Background: an optimization exercise with open tools, aiming at small area. Do not read the settings as production practice.
Function was checked by simulation only, so behaviour that the tests miss may differ from the original. No driver is modelled on the clock port, so clocking that relies on it looks cheaper here than on a real chip.

Design dm_bus_responder, start of the top module:
module dm_bus_responder #(
  parameter int unsigned DEPTH_WORDS = 64,
  parameter int unsigned WAIT_CYCLES = 2,
  parameter logic [31:0] BASE_ADDR   = 32'h0000_0000
) (
  input  logic        clk,
  input  logic        rst,
  input  logic        req,
  input  logic        we,
  input  logic [31:0] addr,
  input  logic [31:0] wdata,
  input  logic [3:0]  be,
  output logic [31:0] rdata,
  output logic        ready,
  output logic        err,
  output logic        busy
);
==> flow/config.mk <==
export PLATFORM = sky130hd
export DESIGN_NAME = dm_bus_responder
export DESIGN_NICKNAME = dm_bus_responder
export VERILOG_FILES = /design/flow/design.v
export SDC_FILE = /design/flow/constraint.sdc
export NUM_CORES = 4
export LEC_CHECK = 0
export CAP_MARGIN = 0
export CORE_MARGIN = 2
export CORE_UTILIZATION = 70
export CTS_CLUSTER_DIAMETER = 80
export CTS_CLUSTER_SIZE = 30
export PLACE_DENSITY = 0.8
export SLEW_MARGIN = 0
export SYNTH_HIERARCHICAL = 1
==> flow/constraint.sdc <==
create_clock -name core_clock -period 8.0 [get_ports {clk}]
set_input_delay 1.6000 -clock core_clock [delete_from_list [all_inputs] [get_ports {clk}]]
set_output_delay 1.6000 -clock core_clock [all_outputs]
set_load 0.01 [all_outputs]
standard.sh (not shown) runs the stock make flow with config.mk's settings and CLKGATE_MAP_FILE= SYNTH_SCRIPT=/design/flow/synth_recipe.tcl, a recipe that flattens the netlist after the stock synthesis.
==> flow/flow/run.sh <==
#!/bin/bash
# Own flow: the standard layout (standard.sh) with two knobs changed
# through ORFS environment variables:
#  - CTS without dummy loads, with larger sink clusters (fewer clock buffers);
#  - port buffers use buf_1 instead of the default cell.
# Synthesis is the standard one, unchanged.
set -euo pipefail
export CTS_ARGS="-sink_clustering_enable -repair_clock_nets -dont_use_dummy_load -sink_clustering_size 30 -sink_clustering_max_diameter 80"
export BUFFER_PORTS_ARGS="-buffer_cell sky130_fd_sc_hd__buf_1"
bash standard.sh > standard.log 2>&1
The first run ran to the end with no violations.
Then changed:
--- a/flow/flow/run.sh
+++ b/flow/flow/run.sh
@@ -7,3 +7,3 @@
 set -euo pipefail
-export CTS_ARGS="-sink_clustering_enable -repair_clock_nets -dont_use_dummy_load -sink_clustering_size 30 -sink_clustering_max_diameter 80"
+export CTS_ARGS="-sink_clustering_enable -repair_clock_nets -dont_use_dummy_load -sink_clustering_size 32 -sink_clustering_max_diameter 80"
 export BUFFER_PORTS_ARGS="-buffer_cell sky130_fd_sc_hd__buf_1"
Settings changed: CAP_MARGIN 0 to 20, SLEW_MARGIN 0 to 20.
=> The new run finished with timing, DRC and antenna clean. Final area hardly moves. Core utilization barely changes. Count of clock-buffer cells in the layout drops by 4. Setup slack degrades by 0.061 ns. Via count stays flat. Register-to-register slack degrades by 0.02 ns.
Then changed:
--- a/flow/flow/run.sh
+++ b/flow/flow/run.sh
@@ -7,3 +7,3 @@
 set -euo pipefail
-export CTS_ARGS="-sink_clustering_enable -repair_clock_nets -dont_use_dummy_load -sink_clustering_size 32 -sink_clustering_max_diameter 80"
+export CTS_ARGS="-sink_clustering_enable -repair_clock_nets -dont_use_dummy_load -sink_clustering_size 30 -sink_clustering_max_diameter 80"
 export BUFFER_PORTS_ARGS="-buffer_cell sky130_fd_sc_hd__buf_1"
The new run completed with no timing, DRC or antenna violations.
Worst setup slack degrades by 0.084 ns.
Clock skew shrinks by 0.024 ns.
Synthesized area is unchanged.
Final cell count hardly moves.
Wire length is higher by 0.59%.
Count of clock-buffer cells in the layout grows by 4.
Hold slack improves by 0.0056 ns.
Core utilization goes up by 0.13 points.
First-iteration DRC count goes up by 3.0%.
Then changed:
Settings changed: CAP_MARGIN 20 to 10, SLEW_MARGIN 20 to 10.
After rerunning:
- register-to-register slack is worse by 0.03 ns
- design area stays flat
- maximum frequency came out higher by 2.2%
Then changed:
--- a/flow/flow/run.sh
+++ b/flow/flow/run.sh
@@ -7,3 +7,3 @@
 set -euo pipefail
-export CTS_ARGS="-sink_clustering_enable -repair_clock_nets -dont_use_dummy_load -sink_clustering_size 30 -sink_clustering_max_diameter 80"
+export CTS_ARGS="-sink_clustering_enable -repair_clock_nets -dont_use_dummy_load -sink_clustering_size 34 -sink_clustering_max_diameter 80"
 export BUFFER_PORTS_ARGS="-buffer_cell sky130_fd_sc_hd__buf_1"
Settings changed: CAP_MARGIN 10 to 20, SLEW_MARGIN 10 to 20.
After rerunning: The changed run finished with timing, DRC and antenna clean; routed wire length fell by 0.66%; global-route usage fell by 0.15 points; count of clock-buffer cells in the layout fell by 8; sequential share of layout area rose by 0.25 points; setup slack loses 0.096 ns.
Then changed:
--- a/flow/flow/run.sh
+++ b/flow/flow/run.sh
@@ -7,3 +7,3 @@
 set -euo pipefail
-export CTS_ARGS="-sink_clustering_enable -repair_clock_nets -dont_use_dummy_load -sink_clustering_size 34 -sink_clustering_max_diameter 80"
+export CTS_ARGS="-sink_clustering_enable -repair_clock_nets -dont_use_dummy_load -sink_clustering_size 32 -sink_clustering_max_diameter 80"
 export BUFFER_PORTS_ARGS="-buffer_cell sky130_fd_sc_hd__buf_1"
Settings changed: PLACE_DENSITY 0.8 to 0.9.
After rerunning: The changed run finished clean. Synthesized cell count is unchanged. Global-route usage is higher by 2.7 points. Via count is higher by about 5.3%. Setup slack improved by 0.078 ns.

Another version of the RTL of dm_bus_responder (not shown whole).
Size in the first run: ~2,200 flip-flops, ~69,000 µm² of cells after synthesis.
// dm_bus_responder
module dm_bus_responder #(
  parameter int unsigned DEPTH_WORDS = 64,
  parameter int unsigned WAIT_CYCLES = 2,
  parameter logic [31:0] BASE_ADDR   = 32'h0000_0000
) (
  input  logic        clk,
  input  logic        rst,
  input  logic        req,
  input  logic        we,
  input  logic [31:0] addr,
  input  logic [31:0] wdata,
  input  logic [3:0]  be,
  output logic [31:0] rdata,
  output logic        ready,
  output logic        err,
  output logic        busy
);
  localparam int NP = 32;   
  logic [1:0]  st_q;
  logic        p_q;                  
  logic [63:0] valid_q;
  logic [31:0] rdata_q;
  logic [5:0]  idx_q;
  logic        we_q, err_q;
  logic [3:0]  be_q;
  logic [31:0] wd_q;
  logic [NP-1:0][31:0] sa_q, sb_q;
  logic idle, s1, s2;
  assign idle = (st_q == 2'b00);
  assign s1   = (st_q == 2'b01);
  assign s2   = (st_q == 2'b11);
  logic accept;
  assign accept = idle & req;
  logic [5:0] idx_d;
  logic       we_d, err_d;
  logic [3:0] be_d;
  logic       err_in;
  assign err_in = (addr[1:0] != 2'b00) || (addr[31:8] != 24'd0);
  assign idx_d  = idle ? addr[7:2] : idx_q;
  assign we_d   = idle ? we        : we_q;
  assign err_d  = idle ? err_in    : err_q;
  assign be_d   = idle ? be        : be_q;
  always_ff @(posedge clk) begin
    idx_q <= idx_d;
    we_q  <= we_d;
    err_q <= err_d;
    be_q  <= be_d;
    wd_q  <= wdata;
  end
  logic valid_sel;
  assign valid_sel = valid_q[idx_d];
  logic [NP-1:0] pdec;
  always_comb begin
  ...
Settings: LEC_CHECK=0, CAP_MARGIN=20, CORE_MARGIN=2, CORE_UTILIZATION=70, CTS_CLUSTER_DIAMETER=80, CTS_CLUSTER_SIZE=30, PLACE_DENSITY=0.8, SLEW_MARGIN=20, SYNTH_HIERARCHICAL=1; clock period 8.0 ns.
==> flow/flow/run.sh <==
#!/bin/bash
# Own flow: the standard layout (standard.sh) with three knobs changed
# through ORFS environment variables:
#  - CTS without dummy loads, with larger sink clusters (fewer clock buffers);
#  - port buffers use buf_1 instead of the default cell;
#  - power recovery (downsizing of non-critical gates) after global route.
# Synthesis is the standard one, unchanged.
set -euo pipefail
export CTS_ARGS="-sink_clustering_enable -repair_clock_nets -dont_use_dummy_load -sink_clustering_size 30 -sink_clustering_max_diameter 80"
export BUFFER_PORTS_ARGS="-buffer_cell sky130_fd_sc_hd__buf_1"
export RECOVER_POWER=100
bash standard.sh > standard.log 2>&1
The starting point finished but failed the layout checks on max-capacitance violations, max-slew violations.
Rerun with:
==> flow/run.sh (new file) <==
#!/bin/bash
# synth_recipe.tcl (not shown) runs the flow's synth.tcl, then flattens the netlist and writes it again
# the make line also repeats each setting of config.mk as NAME=value (left out here)
make -C /OpenROAD-flow-scripts/flow DESIGN_CONFIG=/design/flow/config.mk WORK_HOME=/design/flow/orfs CLKGATE_MAP_FILE= SYNTH_SCRIPT=/design/flow/synth_recipe.tcl finish
removed: flow/flow/run.sh
removed: flow/standard.sh
The new run finished with timing, DRC and antenna clean. Clock-buffer cell count grows by 30. Sequential share of layout area fell by 0.99 points.

== willow ==
Another version of the RTL of dm_bus_responder (not shown whole).
Size in the first run: roughly 2100 flip-flops, ~0.058 sq mm of cells after synthesis.
==> flow/design.v (excerpt) <==
module dm_bus_responder #(
  parameter int unsigned DEPTH_WORDS = 64,
  parameter int unsigned WAIT_CYCLES = 2,
  parameter logic [31:0] BASE_ADDR   = 32'h0000_0000
) (
  input  logic        clk,
  input  logic        rst,
  input  logic        req,
  input  logic        we,
  input  logic [31:0] addr,
  input  logic [31:0] wdata,
  input  logic [3:0]  be,
  output logic [31:0] rdata,
  output logic        ready,
  output logic        err,
  output logic        busy
);
  localparam int NR = 11;   
  logic [1:0]    st_q;
  logic [1:0]    c_q;                  
  logic [2:0]    t_q;                  
  logic [NR-1:0] valid_q;
  logic [31:0]   dat_q;
  logic [5:0]  idx_q;
  logic        we_q, err_q;
  logic [3:0]  be_q;
  logic [NR-2:0][5:0][31:0] m_q;
  logic [3:0][31:0]         n_q;       
  logic idle;
  assign idle  = (st_q == 2'b00);
  assign ready = (st_q == 2'b10);
  assign busy  = ~idle;
  logic accept;
  assign accept = idle & req;
  logic [5:0] idx_d;
  logic       we_d, err_d;
  logic [3:0] be_d;
  logic       err_in;
  assign err_in = (addr[1:0] != 2'b00) || (addr[31:8] != 24'd0);
  assign idx_d  = idle ? addr[7:2] : idx_q;
  assign we_d   = idle ? we        : we_q;
  assign err_d  = idle ? err_in    : err_q;
  assign be_d   = idle ? be        : be_q;
  always_ff @(posedge clk) begin
    idx_q <= idx_d;
    we_q  <= we_d;
    err_q <= err_d;
    be_q  <= be_d;
  end
  logic [NR-1:0] rsel;
  logic [2:0]    slot;
  always_comb begin
    case (idx_d)
      6'd0: begin rsel = 11'd1 << 0; slot = 3'd0; end
      6'd1: begin rsel = 11'd1 << 0; slot = 3'd1; end
      6'd2: begin rsel = 11'd1 << 0; slot = 3'd2; end
      6'd3: begin rsel = 11'd1 << 0; slot = 3'd3; end
      6'd4: begin rsel = 11'd1 << 0; slot = 3'd4; end
      6'd5: begin rsel = 11'd1 << 0; slot = 3'd5; end
      6'd6: begin rsel = 11'd1 << 1; slot = 3'd0; end
      6'd7: begin rsel = 11'd1 << 1; slot = 3'd1; end
      6'd8: begin rsel = 11'd1 << 1; slot = 3'd2; end
      6'd9: begin rsel = 11'd1 << 1; slot = 3'd3; end
  ...
make LEC_CHECK=0 CAP_MARGIN=20 CORE_MARGIN=2 CORE_UTILIZATION=70 CTS_CLUSTER_DIAMETER=80 CTS_CLUSTER_SIZE=30 PLACE_DENSITY=0.8 SLEW_MARGIN=20 SYNTH_HIERARCHICAL=1 finish   # period 8.0 ns
run.sh (not shown) runs the stock make flow with config.mk's settings and CLKGATE_MAP_FILE= SYNTH_SCRIPT=/design/flow/synth_recipe.tcl, a recipe that flattens the netlist after the stock synthesis.
Stock flow here: none of the scripts above is used.
## Diff of input files: indigo against willow
==> flow/flow/run.sh (new file) <==
#!/bin/bash
# Own flow: the standard layout (standard.sh) with two knobs changed
# through ORFS environment variables:
#  - CTS without dummy loads, with larger sink clusters (fewer clock buffers);
#  - port buffers use buf_1 instead of the default cell.
# Synthesis is the standard one, unchanged.
set -euo pipefail
export CTS_ARGS="-sink_clustering_enable -repair_clock_nets -dont_use_dummy_load -sink_clustering_size 30 -sink_clustering_max_diameter 80"
export BUFFER_PORTS_ARGS="-buffer_cell sky130_fd_sc_hd__buf_1"
bash standard.sh > standard.log 2>&1
==> flow/standard.sh (new file) <==
#!/bin/bash
# synth_recipe.tcl (not shown) runs the flow's synth.tcl, then flattens the netlist and writes it again
# the make line also repeats each setting of config.mk as NAME=value (left out here)
make -C /OpenROAD-flow-scripts/flow DESIGN_CONFIG=/design/flow/config.mk WORK_HOME=/design/flow/orfs CLKGATE_MAP_FILE= SYNTH_SCRIPT=/design/flow/synth_recipe.tcl "${@:-finish}"
removed: flow/run.sh
## What came out
On aggregate routed wire length, willow loses to indigo. The more densely filled core belongs to willow, not indigo. Between willow and indigo, via count of the first global-routing pass is lower for indigo, willow comes in above that. Going from willow to indigo, number of clock buffers in the layout shrank by more than 10%. Between willow and indigo, routed via count decreased. Comparing indigo with willow, the total area of multi-input combinational cells came out essentially unchanged.
What xenon does differently from indigo at the input level:
==> flow/flow/run.sh <==
#!/bin/bash
# Own flow: the standard layout (standard.sh) with three knobs changed
# through ORFS environment variables:
#  - CTS without dummy loads, with larger sink clusters (fewer clock buffers);
#  - port buffers use buf_1 instead of the default cell;

# Synthesis is the standard one, unchanged.
set -euo pipefail
export CTS_ARGS="-sink_clustering_enable -repair_clock_nets -dont_use_dummy_load -sink_clustering_size 30 -sink_clustering_max_diameter 80"
export BUFFER_PORTS_ARGS="-buffer_cell sky130_fd_sc_hd__buf_1"
bash standard.sh > standard.log 2>&1
Results
Comparing xenon against indigo, there is no change at all in global-route usage. From xenon to indigo, count of nets left with antenna violations after detail routing did not move at all.

static timing again, ports no longer ideal:
How much do the figures lean on ideal ports? The routed layouts below were timed once more, with nothing changed but the port constraints.
Step 1 assumes that a clkbuf_16 drives the clock port and a buf_2 every other input.
Step 2 moves the port delays by t, midway between the first and last clock arrival at a register: inputs arrive t later, outputs are due t later. That takes back most of the time a late clock gives input paths.
a / b / c = ideal ports / drivers / drivers and shift; a / b = the first two.
run	t (ns)	setup WS [ns]	worst setup path at the end	cell pins on the clock port's net
the first run of note 1	0.733	1.005 / 0.932 / 0.964	input to register	1
the second run of note 1	0.710	0.944 / 0.876 / 0.999	input to register	1
the third run of note 1	0.728	0.860 / 0.788 / 1.084	input to register	1
the fourth run of note 1	0.734	1.014 / 0.942 / 0.988	input to register	1
the fifth run of note 1	0.726	0.917 / 0.845 / 1.030	input to register	1
the sixth run of note 1	0.720	0.995 / 0.995 / 0.816	input to register	1
the first run of note 2	0.746	0.617 / 0.617 / 0.617	register to register	1
the second run of note 2	0.783	0.882 / 0.851 / 0.851	input to output	1
willow	0.731	0.951 / 0.923 / 0.902	input to register	1
indigo	0.719	1.078 / 1.011 / 1.223	input to register	1
xenon	0.719	1.078 / 1.011 / 1.223	input to register	1
For the sixth run of note 1, which loses most, drivers alone change the setup slack by 0.000 ns; drivers and shift together by -0.179 ns.
